Source: an optimization exercise on an open RTL-to-GDS flow (aim: small area). Production flows keep margins and buffers that such runs may drop. In this exercise RTL edits were held to simulation tests only and were not proved equivalent to the original. Power and IR drop assume default switching activity.

==> flow/design.v (excerpt) <==
module commandTimers
(
    input  wire logic                         clk,
    input  wire logic                         arstN,
    input  wire logic                         ioInAck,
    output logic                              ioInReq,
    input  wire logic [3:0]                   minorOpcodeIn,
    input  wire logic [3:0]                   registerDestIn,
    input  wire logic [16-1:0] dataAddrIn,
    input  wire logic [16-1:0] dataIn,
    output logic      [8-1:0]      timerOutAck,
    input  wire logic [8-1:0]      timerOutReq,
    output logic [8*5-1:0]        resultOut
);
Size: ~1100 cells after synthesis, ~360 flip-flops, roughly 100 I/O pins, about 13000 sq um of cells after synthesis.
==> flow/config.mk <==
export PLATFORM = sky130hd
export DESIGN_NAME = commandTimers
export DESIGN_NICKNAME = commandTimers
export VERILOG_FILES = /design/flow/design.v
export SDC_FILE = /design/flow/constraint.sdc
export NUM_CORES = 4
export LEC_CHECK = 0
export CAP_MARGIN = 20
export CORE_MARGIN = 2
export CORE_UTILIZATION = 60
export CTS_BUF_LIST = sky130_fd_sc_hd__clkbuf_16
export CTS_CLUSTER_DIAMETER = 80
export CTS_CLUSTER_SIZE = 30
export SLEW_MARGIN = 20
==> flow/constraint.sdc <==
create_clock -name core_clock -period 7.0 [get_ports {clk}]
set_input_delay 1.4000 -clock core_clock [delete_from_list [all_inputs] [get_ports {clk}]]
set_output_delay 1.4000 -clock core_clock [all_outputs]
set_load 0.01 [all_outputs]
run.sh (not shown) runs the stock make flow with config.mk's settings and CLKGATE_MAP_FILE= SYNTH_SCRIPT=/design/flow/synth_recipe.tcl, a recipe that flattens the netlist after the stock synthesis.
Rerun with:
==> flow/flow/run.sh (new file) <==
#!/bin/bash
# The standard layout with three changes:
#  - synthesis maps the logic with ABC's area-oriented mapper (amap) instead
#    of the delay-oriented script; registers, passes and naming are unchanged
#  - single-drive port buffers
#  - a clock tree of mid-size buffers without dummy loads
set -euo pipefail
work=$PWD

# A copy of ORFS's scripts that differs only in the ABC area script
rm -rf "$work/scripts"
cp -r "$FLOW_HOME/scripts" "$work/scripts"
printf 'strash\ndc2\ndch -f\namap\ntopo\nstime -c\ndnsize -c\n' > "$work/scripts/abc_area.script"

export BUFFER_PORTS_ARGS="-buffer_cell sky130_fd_sc_hd__buf_1"
export CTS_ARGS="-sink_clustering_enable -repair_clock_nets -buf_list sky130_fd_sc_hd__clkbuf_8 -sink_clustering_size 18 -sink_clustering_max_diameter 60 -dont_use_dummy_load"

bash standard.sh SCRIPTS_DIR="$work/scripts" ABC_AREA=1 synth > "$work/synth.log" 2>&1
bash standard.sh finish > "$work/layout.log" 2>&1
==> flow/standard.sh (new file) <==
#!/bin/bash
# synth_recipe.tcl (not shown) runs the flow's synth.tcl, then flattens the netlist and writes it again
# the make line also repeats each setting of config.mk as NAME=value (left out here)
make -C /OpenROAD-flow-scripts/flow DESIGN_CONFIG=/design/flow/config.mk WORK_HOME=/design/flow/orfs CLKGATE_MAP_FILE= SYNTH_SCRIPT=/design/flow/synth_recipe.tcl "${@:-finish}"
- CORE_UTILIZATION: 60 -> 70
- CTS_BUF_LIST: sky130_fd_sc_hd__clkbuf_16 -> sky130_fd_sc_hd__clkbuf_8
- CTS_CLUSTER_DIAMETER: 80 -> 60
- CTS_CLUSTER_SIZE: 30 -> 18
removed: flow/run.sh
After rerunning:
- Now the flow finished but failed the layout checks on setup timing
- setup slack gets worse by 2.0 ns
- combinational power increases by a quarter to a third
- non-clock buffer count increases by 66
- area after synthesis decreases by a little under a tenth
- power increases by a few percent
- routed wire length decreases slightly
- core utilization increases by 15 points
Rerun with:
==> flow/run.sh (new file) <==
#!/bin/bash
# synth_recipe.tcl (not shown) runs the flow's synth.tcl, then flattens the netlist and writes it again
# the make line also repeats each setting of config.mk as NAME=value (left out here)
make -C /OpenROAD-flow-scripts/flow DESIGN_CONFIG=/design/flow/config.mk WORK_HOME=/design/flow/orfs CLKGATE_MAP_FILE= SYNTH_SCRIPT=/design/flow/synth_recipe.tcl finish
- CORE_UTILIZATION: 70 -> 60
removed: flow/flow/run.sh
removed: flow/standard.sh
Result:
- The new run completed with no timing, DRC or antenna violations
- core utilization shrinks by 15 points
- maximum frequency grows by 37%
- clock-buffer cell count grows by 2
Rerun with:
- CORE_UTILIZATION: 60 -> 40
- CTS_BUF_LIST: sky130_fd_sc_hd__clkbuf_8 -> not set
- CTS_CLUSTER_DIAMETER: 60 -> not set
- CTS_CLUSTER_SIZE: 18 -> not set
Result:
- total power increases by 23%
- fmax went down by 0.77%
- synthesized area does not change
- clock skew fell by 0.0096 ns
- count of clock-buffer cells in the layout is higher by 23
- global-route usage came out lower by 6.5 points
- design area rose by 7.2%
- critical path depth stays the same
- non-clock buffer count increases by 1
Rerun with:
==> flow/flow/run.sh (new file) <==
#!/bin/bash
# The standard layout, with single-drive port buffers and a clock tree
# built from mid-size buffers without dummy loads.
set -euo pipefail
export BUFFER_PORTS_ARGS="-buffer_cell sky130_fd_sc_hd__buf_1"
export CTS_ARGS="-sink_clustering_enable -repair_clock_nets -buf_list sky130_fd_sc_hd__clkbuf_8 -sink_clustering_size 18 -sink_clustering_max_diameter 60 -dont_use_dummy_load"
bash standard.sh > standard.log 2>&1
==> flow/standard.sh (new file) <==
#!/bin/bash
# synth_recipe.tcl (not shown) runs the flow's synth.tcl, then flattens the netlist and writes it again
# the make line also repeats each setting of config.mk as NAME=value (left out here)
make -C /OpenROAD-flow-scripts/flow DESIGN_CONFIG=/design/flow/config.mk WORK_HOME=/design/flow/orfs CLKGATE_MAP_FILE= SYNTH_SCRIPT=/design/flow/synth_recipe.tcl "${@:-finish}"
- CAP_MARGIN: 20 -> 0
- CORE_UTILIZATION: 40 -> 60
- CTS_BUF_LIST: not set -> sky130_fd_sc_hd__clkbuf_8
- CTS_CLUSTER_DIAMETER: not set -> 60
- CTS_CLUSTER_SIZE: not set -> 18
- SLEW_MARGIN: 20 -> 0
removed: flow/run.sh
The changed run produced a clean layout.
Count of clock-buffer cells in the layout came out lower by 24.
Worst setup slack gets better by 0.33 ns.
First-iteration DRC count came out lower by 17%.
Combinational power is lower by 8.6%.
Die area goes down by 33%.
Routed wire length goes down by 5.1%.
Area after synthesis is unchanged.
Fmax came out higher by 6.0%.
Hold slack loses 0.018 ns.
Global-route usage goes up by 6.3 points.
Sequential power is about the same.
Rerun with:
==> flow/run.sh (new file) <==
#!/bin/bash
# synth_recipe.tcl (not shown) runs the flow's synth.tcl, then flattens the netlist and writes it again
# the make line also repeats each setting of config.mk as NAME=value (left out here)
make -C /OpenROAD-flow-scripts/flow DESIGN_CONFIG=/design/flow/config.mk WORK_HOME=/design/flow/orfs CLKGATE_MAP_FILE= SYNTH_SCRIPT=/design/flow/synth_recipe.tcl finish
- CAP_MARGIN: 0 -> 20
- CTS_BUF_LIST: sky130_fd_sc_hd__clkbuf_8 -> sky130_fd_sc_hd__clkbuf_4
- CTS_CLUSTER_DIAMETER: 60 -> not set
- CTS_CLUSTER_SIZE: 18 -> not set
- SLEW_MARGIN: 0 -> 20
removed: flow/flow/run.sh
removed: flow/standard.sh
What happened: The new run ran to the end with no violations. Clock skew went up by 0.0059 ns. Critical path depth is unchanged. Design area is higher by 8.9%. First-iteration DRC count rose by 12%. Via count rises by 7.6%. Combinational power is higher by 9.6%. Hold slack stays flat. Die area does not change. Wire length came out higher by 3.5%. Power goes up by 18%.

-- afterwards: timing with drivers on the ports --
In the flow no input, the clock included, has a driving cell. The finished layouts below were timed again as built, in two steps. Step 1 assumes that a clkbuf_16 drives the clock port and a buf_2 every other input. Step 2, shift: input delay + t, output delay - t, t = (earliest + latest rising clock arrival at the registers) / 2. This alone moves slack from input paths to output paths. Slacks: ideal / step 1 / step 2; pairs: ideal / step 1.
run | t, ns | setup WS [ns] | hold WS [ns] | latest minus earliest clock arrival (ns) | worst register clock-pin slew, ns
the first run | 0.550 | 1.105 / 1.129 / 0.579 | 0.325 / 0.325 / 0.325 | 0.021 / 0.021 | 0.11 / 0.11
the second run | 0.585 | -0.926 / -0.937 / -1.521 | 0.291 / 0.291 / 0.291 | 0.056 / 0.055 | 0.11 / 0.11
the third run | 0.605 | 1.196 / 1.217 / 0.613 | 0.319 / 0.319 / 0.319 | 0.028 / 0.029 | 0.12 / 0.12
the fourth run | 0.556 | 1.151 / 1.174 / 0.618 | 0.320 / 0.320 / 0.320 | 0.019 / 0.019 | 0.06 / 0.06
the fifth run | 0.595 | 1.481 / 1.481 / 0.982 | 0.302 / 0.302 / 0.302 | 0.043 / 0.043 | 0.11 / 0.11
the sixth run | 0.707 | 1.265 / 1.282 / 0.575 | 0.301 / 0.301 / 0.301 | 0.046 / 0.046 | 0.08 / 0.08
For the sixth run, which loses most, drivers alone change the setup slack by +0.017 ns; drivers and shift together by -0.690 ns.
